Source: an optimization exercise on an open RTL-to-GDS flow (aim: small area). Production flows keep margins and buffers that such runs may drop. The RTL was checked by simulation tests, not by an equivalence proof against the original design. Power and IR drop assume default switching activity.

==> inputs of job 5606 <==
==> flow/design.v <==
module reg_file_mp #(
  parameter int DATA_WIDTH = 32,
  parameter int ADDR_WIDTH = 5,
  parameter int NUM_RD     = 2,
  parameter int NUM_WR     = 2,
  parameter int BYPASS     = 1,
  parameter int RD_LATENCY = 0,
  parameter int ZERO_REG   = 1
) (
  input  logic                         clk,
  input  logic                         rst,
  input  logic [NUM_WR-1:0]            wr_en,
  input  logic [NUM_WR*ADDR_WIDTH-1:0] wr_addr,
  input  logic [NUM_WR*DATA_WIDTH-1:0] wr_data,
  input  logic [NUM_RD*ADDR_WIDTH-1:0] rd_addr,
  output logic [NUM_RD*DATA_WIDTH-1:0] rd_data,
  output logic [NUM_RD-1:0]            rd_busy,
  input  logic                         sb_set_en,
  input  logic [ADDR_WIDTH-1:0]        sb_set_addr,
  input  logic                         sb_flush
);
  localparam int DEPTH = 1 << ADDR_WIDTH;
  localparam int AW    = ADDR_WIDTH;
  localparam int DW    = DATA_WIDTH;
  if (NUM_RD < 1 || NUM_RD > 4) begin : g_bad_num_rd
    $error("reg_file_mp: NUM_RD must be 1..4");
  end
  if (NUM_WR < 1 || NUM_WR > 2) begin : g_bad_num_wr
    $error("reg_file_mp: NUM_WR must be 1..2");
  end
  if (BYPASS < 0 || BYPASS > 1 || RD_LATENCY < 0 || RD_LATENCY > 1 ||
      ZERO_REG < 0 || ZERO_REG > 1) begin : g_bad_flags
    $error("reg_file_mp: BYPASS, RD_LATENCY and ZERO_REG must be 0 or 1");
  end
  if (DATA_WIDTH < 1 || ADDR_WIDTH < 1) begin : g_bad_widths
    $error("reg_file_mp: DATA_WIDTH and ADDR_WIDTH must be positive");
  end
  logic [DW-1:0]        regs [DEPTH];
  logic [DEPTH-1:0]     busy;
  logic [DEPTH-1:0]     busy_nxt;
  logic [NUM_RD*DW-1:0] sel_data_p0;
  logic [NUM_RD-1:0]    sel_busy_p0;
  function automatic logic is_zero(input logic [AW-1:0] a);
    is_zero = (ZERO_REG != 0) && (a == '0);
  endfunction
  always_ff @(posedge clk or posedge rst) begin
    if (rst) begin
      for (int k = 0; k < DEPTH; k++) regs[k] <= '0;
    end else begin
      for (int j = 0; j < NUM_WR; j++) begin
        if (wr_en[j] && !is_zero(wr_addr[j*AW +: AW]))
          regs[wr_addr[j*AW +: AW]] <= wr_data[j*DW +: DW];
      end
    end
  end
  always_comb begin
    busy_nxt = busy;
    for (int j = 0; j < NUM_WR; j++) begin
      if (wr_en[j]) busy_nxt[wr_addr[j*AW +: AW]] = 1'b0;
    end
    if (sb_flush) busy_nxt = '0;
    if (sb_set_en && !is_zero(sb_set_addr)) busy_nxt[sb_set_addr] = 1'b1;
  end
  always_ff @(posedge clk or posedge rst) begin
    if (rst) busy <= '0;
    else     busy <= busy_nxt;
  end
  always_comb begin
    sel_data_p0 = '0;
    sel_busy_p0 = '0;
    for (int i = 0; i < NUM_RD; i++) begin
      sel_data_p0[i*DW +: DW] = regs[rd_addr[i*AW +: AW]];
      sel_busy_p0[i]          = busy[rd_addr[i*AW +: AW]];
      if (BYPASS != 0) begin
        for (int j = 0; j < NUM_WR; j++) begin
          if (wr_en[j] && (wr_addr[j*AW +: AW] == rd_addr[i*AW +: AW])) begin
            sel_data_p0[i*DW +: DW] = wr_data[j*DW +: DW];
            sel_busy_p0[i]          = 1'b0;
          end
        end
      end
      if (is_zero(rd_addr[i*AW +: AW])) begin
        sel_data_p0[i*DW +: DW] = '0;
        sel_busy_p0[i]          = 1'b0;
      end
    end
  end
  if (RD_LATENCY == 0) begin : g_comb_rd
    assign rd_data = sel_data_p0;
    assign rd_busy = sel_busy_p0;
  end else begin : g_reg_rd
    logic [NUM_RD*DW-1:0] rd_data_p1;
    logic [NUM_RD-1:0]    rd_busy_p1;
    always_ff @(posedge clk or posedge rst) begin
      if (rst) begin
        rd_data_p1 <= '0;
        rd_busy_p1 <= '0;
      end else begin
        rd_data_p1 <= sel_data_p0;
        rd_busy_p1 <= sel_busy_p0;
      end
    end
    assign rd_data = rd_data_p1;
    assign rd_busy = rd_busy_p1;
  end
endmodule
module regfile_2r2w (
  input  logic          clk,
  input  logic          rst,
  input  logic [1:0]    wr_en,
  input  logic [9:0]    wr_addr,
  input  logic [63:0]   wr_data,
  input  logic [9:0]    rd_addr,
  output logic [63:0]   rd_data,
  output logic [1:0]    rd_busy,
  input  logic          sb_set_en,
  input  logic [4:0]    sb_set_addr,
  input  logic          sb_flush
);
  reg_file_mp #(
    .DATA_WIDTH(32), .ADDR_WIDTH(5), .NUM_RD(2), .NUM_WR(2),
    .BYPASS(1), .RD_LATENCY(0), .ZERO_REG(1)
  ) u_rf (
    .clk(clk), .rst(rst), .wr_en(wr_en), .wr_addr(wr_addr), .wr_data(wr_data),
    .rd_addr(rd_addr), .rd_data(rd_data), .rd_busy(rd_busy),
    .sb_set_en(sb_set_en), .sb_set_addr(sb_set_addr), .sb_flush(sb_flush)
  );
endmodule
==> flow/run.sh <==
#!/bin/bash
# synth_recipe.tcl (not shown) runs the flow's synth.tcl, then flattens the netlist and writes it again
# the make line also repeats each setting of config.mk as NAME=value (left out here)
make -C /OpenROAD-flow-scripts/flow DESIGN_CONFIG=/design/flow/config.mk WORK_HOME=/design/flow/orfs CLKGATE_MAP_FILE= SYNTH_SCRIPT=/design/flow/synth_recipe.tcl finish
==> flow/config.mk <==
export PLATFORM = sky130hd
export DESIGN_NAME = regfile_2r2w
export DESIGN_NICKNAME = regfile_2r2w
export VERILOG_FILES = /design/flow/design.v
export SDC_FILE = /design/flow/constraint.sdc
export NUM_CORES = 4
export LEC_CHECK = 0
export CAP_MARGIN = 20
export CORE_MARGIN = 2
export CORE_UTILIZATION = 25
export PLACE_DENSITY = 0.4
export SETUP_SLACK_MARGIN = 0.5
export SLEW_MARGIN = 20
==> flow/constraint.sdc <==
create_clock -name core_clock -period 6.0 [get_ports {clk}]
set_input_delay 1.2000 -clock core_clock [delete_from_list [all_inputs] [get_ports {clk}]]
set_output_delay 1.2000 -clock core_clock [all_outputs]
set_load 0.01 [all_outputs]
==> inputs of job 8267, as changes to job 5606 <==
==> flow/design.v (replaced) <==
module rf_aoi222 (
  input  logic a1, a2, b1, b2, c1, c2,
  output logic y
);
  assign y = ~((a1 & a2) | (b1 & b2) | (c1 & c2));
endmodule
module rf_inv (
  input  logic a,
  output logic y
);
  assign y = ~a;
endmodule
module rf_nand4 (
  input  logic a, b, c, d,
  output logic y
);
  assign y = ~(a & b & c & d);
endmodule
module rf_nand3 (
  input  logic a, b, c,
  output logic y
);
  assign y = ~(a & b & c);
endmodule
module rf_or3 (
  input  logic a, b, c,
  output logic y
);
  assign y = a | b | c;
endmodule
module rf_rdbit (
  input  logic [32:0] sel,
  input  logic [32:0] d,
  output logic        y
);
  logic [10:0] g;
  logic [2:0]  h;
  for (genvar k = 0; k < 11; k++) begin : g_aoi
    rf_aoi222 u (.a1(sel[3*k]), .a2(d[3*k]), .b1(sel[3*k+1]), .b2(d[3*k+1]),
                 .c1(sel[3*k+2]), .c2(d[3*k+2]), .y(g[k]));
  end
  rf_nand4 u_n0 (.a(g[0]), .b(g[1]), .c(g[2]),  .d(g[3]), .y(h[0]));
  rf_nand4 u_n1 (.a(g[4]), .b(g[5]), .c(g[6]),  .d(g[7]), .y(h[1]));
  rf_nand3 u_n2 (.a(g[8]), .b(g[9]), .c(g[10]),           .y(h[2]));
  rf_or3   u_o  (.a(h[0]), .b(h[1]), .c(h[2]), .y(y));
endmodule
module reg_file_mp #(
  parameter int DATA_WIDTH = 32,
  parameter int ADDR_WIDTH = 5,
  parameter int NUM_RD     = 2,
  parameter int NUM_WR     = 2,
  parameter int BYPASS     = 1,
  parameter int RD_LATENCY = 0,
  parameter int ZERO_REG   = 1
) (
  input  logic                         clk,
  input  logic                         rst,
  input  logic [NUM_WR-1:0]            wr_en,
  input  logic [NUM_WR*ADDR_WIDTH-1:0] wr_addr,
  input  logic [NUM_WR*DATA_WIDTH-1:0] wr_data,
  input  logic [NUM_RD*ADDR_WIDTH-1:0] rd_addr,
  output logic [NUM_RD*DATA_WIDTH-1:0] rd_data,
  output logic [NUM_RD-1:0]            rd_busy,
  input  logic                         sb_set_en,
  input  logic [ADDR_WIDTH-1:0]        sb_set_addr,
  input  logic                         sb_flush
);
  localparam int DEPTH = 1 << ADDR_WIDTH;
  localparam int AW    = ADDR_WIDTH;
  localparam int DW    = DATA_WIDTH;
  logic [AW-1:0] wa0, wa1;
  logic [DW-1:0] wd0, wd1, wd0_n, wd1_n;
  assign wa0   = wr_addr[0 +: AW];
  assign wa1   = wr_addr[AW +: AW];
  assign wd0   = wr_data[0 +: DW];
  assign wd1   = wr_data[DW +: DW];
  assign wd0_n = ~wd0;
  assign wd1_n = ~wd1;
  logic [DEPTH-1:1] we0, we1, wclr, hold, sset;
  always_comb begin
    for (int r = 1; r < DEPTH; r++) begin
      we1[r]  = wr_en[1] && (wa1 == AW'(r));
      we0[r]  = wr_en[0] && (wa0 == AW'(r)) && !we1[r];
      wclr[r] = we0[r] || we1[r];
      hold[r] = !wclr[r];
      sset[r] = sb_set_en && (sb_set_addr == AW'(r));
    end
  end
  logic [DW-1:0]    regs     [1:DEPTH-1];
  logic [DW-1:0]    regs_nxt [1:DEPTH-1];
  logic [DEPTH-1:1] valid_q, busy_q;
  logic [DEPTH-1:0] valid, busy;
  for (genvar r = 1; r < DEPTH; r++) begin : g_row
    for (genvar k = 0; k < DW; k++) begin : g_bit
      logic q_n;
      rf_inv    u_inv (.a(regs[r][k]), .y(q_n));
      rf_aoi222 u_nxt (.a1(we1[r]), .a2(wd1_n[k]), .b1(we0[r]), .b2(wd0_n[k]),
                       .c1(hold[r]), .c2(q_n), .y(regs_nxt[r][k]));
    end
    always_ff @(posedge clk) regs[r] <= regs_nxt[r];
    always_ff @(posedge clk or posedge rst) begin
      if (rst)          valid_q[r] <= 1'b0;
      else if (wclr[r]) valid_q[r] <= 1'b1;
    end
    always_ff @(posedge clk or posedge rst) begin
      if (rst) busy_q[r] <= 1'b0;
      else     busy_q[r] <= sset[r] || (busy_q[r] && !sb_flush && !wclr[r]);
    end
  end
  assign valid = {valid_q, 1'b0};
  assign busy  = {busy_q, 1'b0};
  for (genvar i = 0; i < NUM_RD; i++) begin : g_rd
    logic [AW-1:0]    ra;
    logic             hit1, hit0, byp1, byp0, nbyp;
    logic [DEPTH-1:1] dec;
    logic [32:0]      sel;
    assign ra   = rd_addr[i*AW +: AW];
    assign hit1 = wr_en[1] && (wa1 == ra);
    assign hit0 = wr_en[0] && (wa0 == ra);
    assign nbyp = !hit1 && !hit0;
    assign byp1 = (ra != '0) && hit1;
    assign byp0 = (ra != '0) && hit0 && !hit1;
    always_comb begin
      for (int r = 1; r < DEPTH; r++) dec[r] = (ra == AW'(r));
    end
    assign sel = {byp0, byp1, dec & valid_q & {(DEPTH-1){nbyp}}};
    for (genvar k = 0; k < DW; k++) begin : g_bit
      logic [32:0] d;
      for (genvar r = 1; r < DEPTH; r++) begin : g_d
        assign d[r-1] = regs[r][k];
      end
      assign d[31] = wd1[k];
      assign d[32] = wd0[k];
      rf_rdbit u_bit (.sel(sel), .d(d), .y(rd_data[i*DW + k]));
    end
    assign rd_busy[i] = nbyp && |(dec & busy_q);
  end
endmodule
module regfile_2r2w (
  input  logic          clk,
  input  logic          rst,
  input  logic [1:0]    wr_en,
  input  logic [9:0]    wr_addr,
  input  logic [63:0]   wr_data,
  input  logic [9:0]    rd_addr,
  output logic [63:0]   rd_data,
  output logic [1:0]    rd_busy,
  input  logic          sb_set_en,
  input  logic [4:0]    sb_set_addr,
  input  logic          sb_flush
);
  reg_file_mp #(
    .DATA_WIDTH(32), .ADDR_WIDTH(5), .NUM_RD(2), .NUM_WR(2),
    .BYPASS(1), .RD_LATENCY(0), .ZERO_REG(1)
  ) u_rf (
    .clk(clk), .rst(rst), .wr_en(wr_en), .wr_addr(wr_addr), .wr_data(wr_data),
    .rd_addr(rd_addr), .rd_data(rd_data), .rd_busy(rd_busy),
    .sb_set_en(sb_set_en), .sb_set_addr(sb_set_addr), .sb_flush(sb_flush)
  );
endmodule
Settings changed: CORE_UTILIZATION 25 to 35, PLACE_DENSITY 0.4 to 0.45, SETUP_SLACK_MARGIN 0.5 to 0.3, SYNTH_HIERARCHICAL set to 1.
==> comparison table <==
metric	job 5606	job 8267
N_diodes	35	8
Total Power Consumption	0.0260 W	0.0237 W
Nets	7744	5722
Vias/cell	6.48	7.51
Nonclk inv count	45	1063
Most common cell in the netlist	mux2i_1	a222oi_1
# placed instances	10.8k	7193
First-pass GRT wire length	694000 µm	414000 µm
Final critical path time including I/O delays and setup	5.65 ns	5.87 ns
Register cell area after layout	0.0256 mm²	0.0214 mm²
Starting density of the core	25.1%	35.3%
Number of instances in the synthesized netlist	7314	4613
Fraction of the core area covered by cells at the end of the flow	31.9%	48.1%
Outcome	finished clean	finished clean
Number of DRC violations after detailed-routing iteration 0	13.0k	18.7k
Area of all placed cells without fillers	0.0825 mm²	0.0642 mm²
Largest net degree at the start of global routing	120	41
Proportion of layout cells with a drive suffix above 1	18.1%	22.8%
Most common cell after layout, fill and taps aside	mux2i_1	a222oi_1
Leakage power summed over all cells	35.4 nW	29.8 nW

separate check: timing with driven ports:
Ports are ideal in the flow. The routed layouts listed here were re-timed in OpenROAD.
Step 1: set_driving_cell puts a clkbuf_16 on clk and a buf_2 on each other input, an assumption about the parent block.
Step 2 moves the port delays by t, midway between the first and last clock arrival at a register: inputs arrive t later, outputs are due t later. That takes back most of the time a late clock gives input paths.
Slacks: ideal / step 1 / step 2; pairs: ideal / step 1.
| run | shift t [ns] | setup slack, ns | worst register clock-pin slew, ns | worst slew at a driven data input, ns |
|---|---|---|---|---|
| job 5606 | 0.941 | 0.346 / 0.305 / 0.305 | 0.07 / 0.07 | 0.14 |
| job 8267 | 0.859 | 0.125 / 0.099 / 0.099 | 0.06 / 0.06 | 0.06 |
After both steps setup and hold are still met in every run listed. The setup slack of job 5606, which loses most, moves by -0.041 ns with the drivers and by -0.041 ns with both steps.
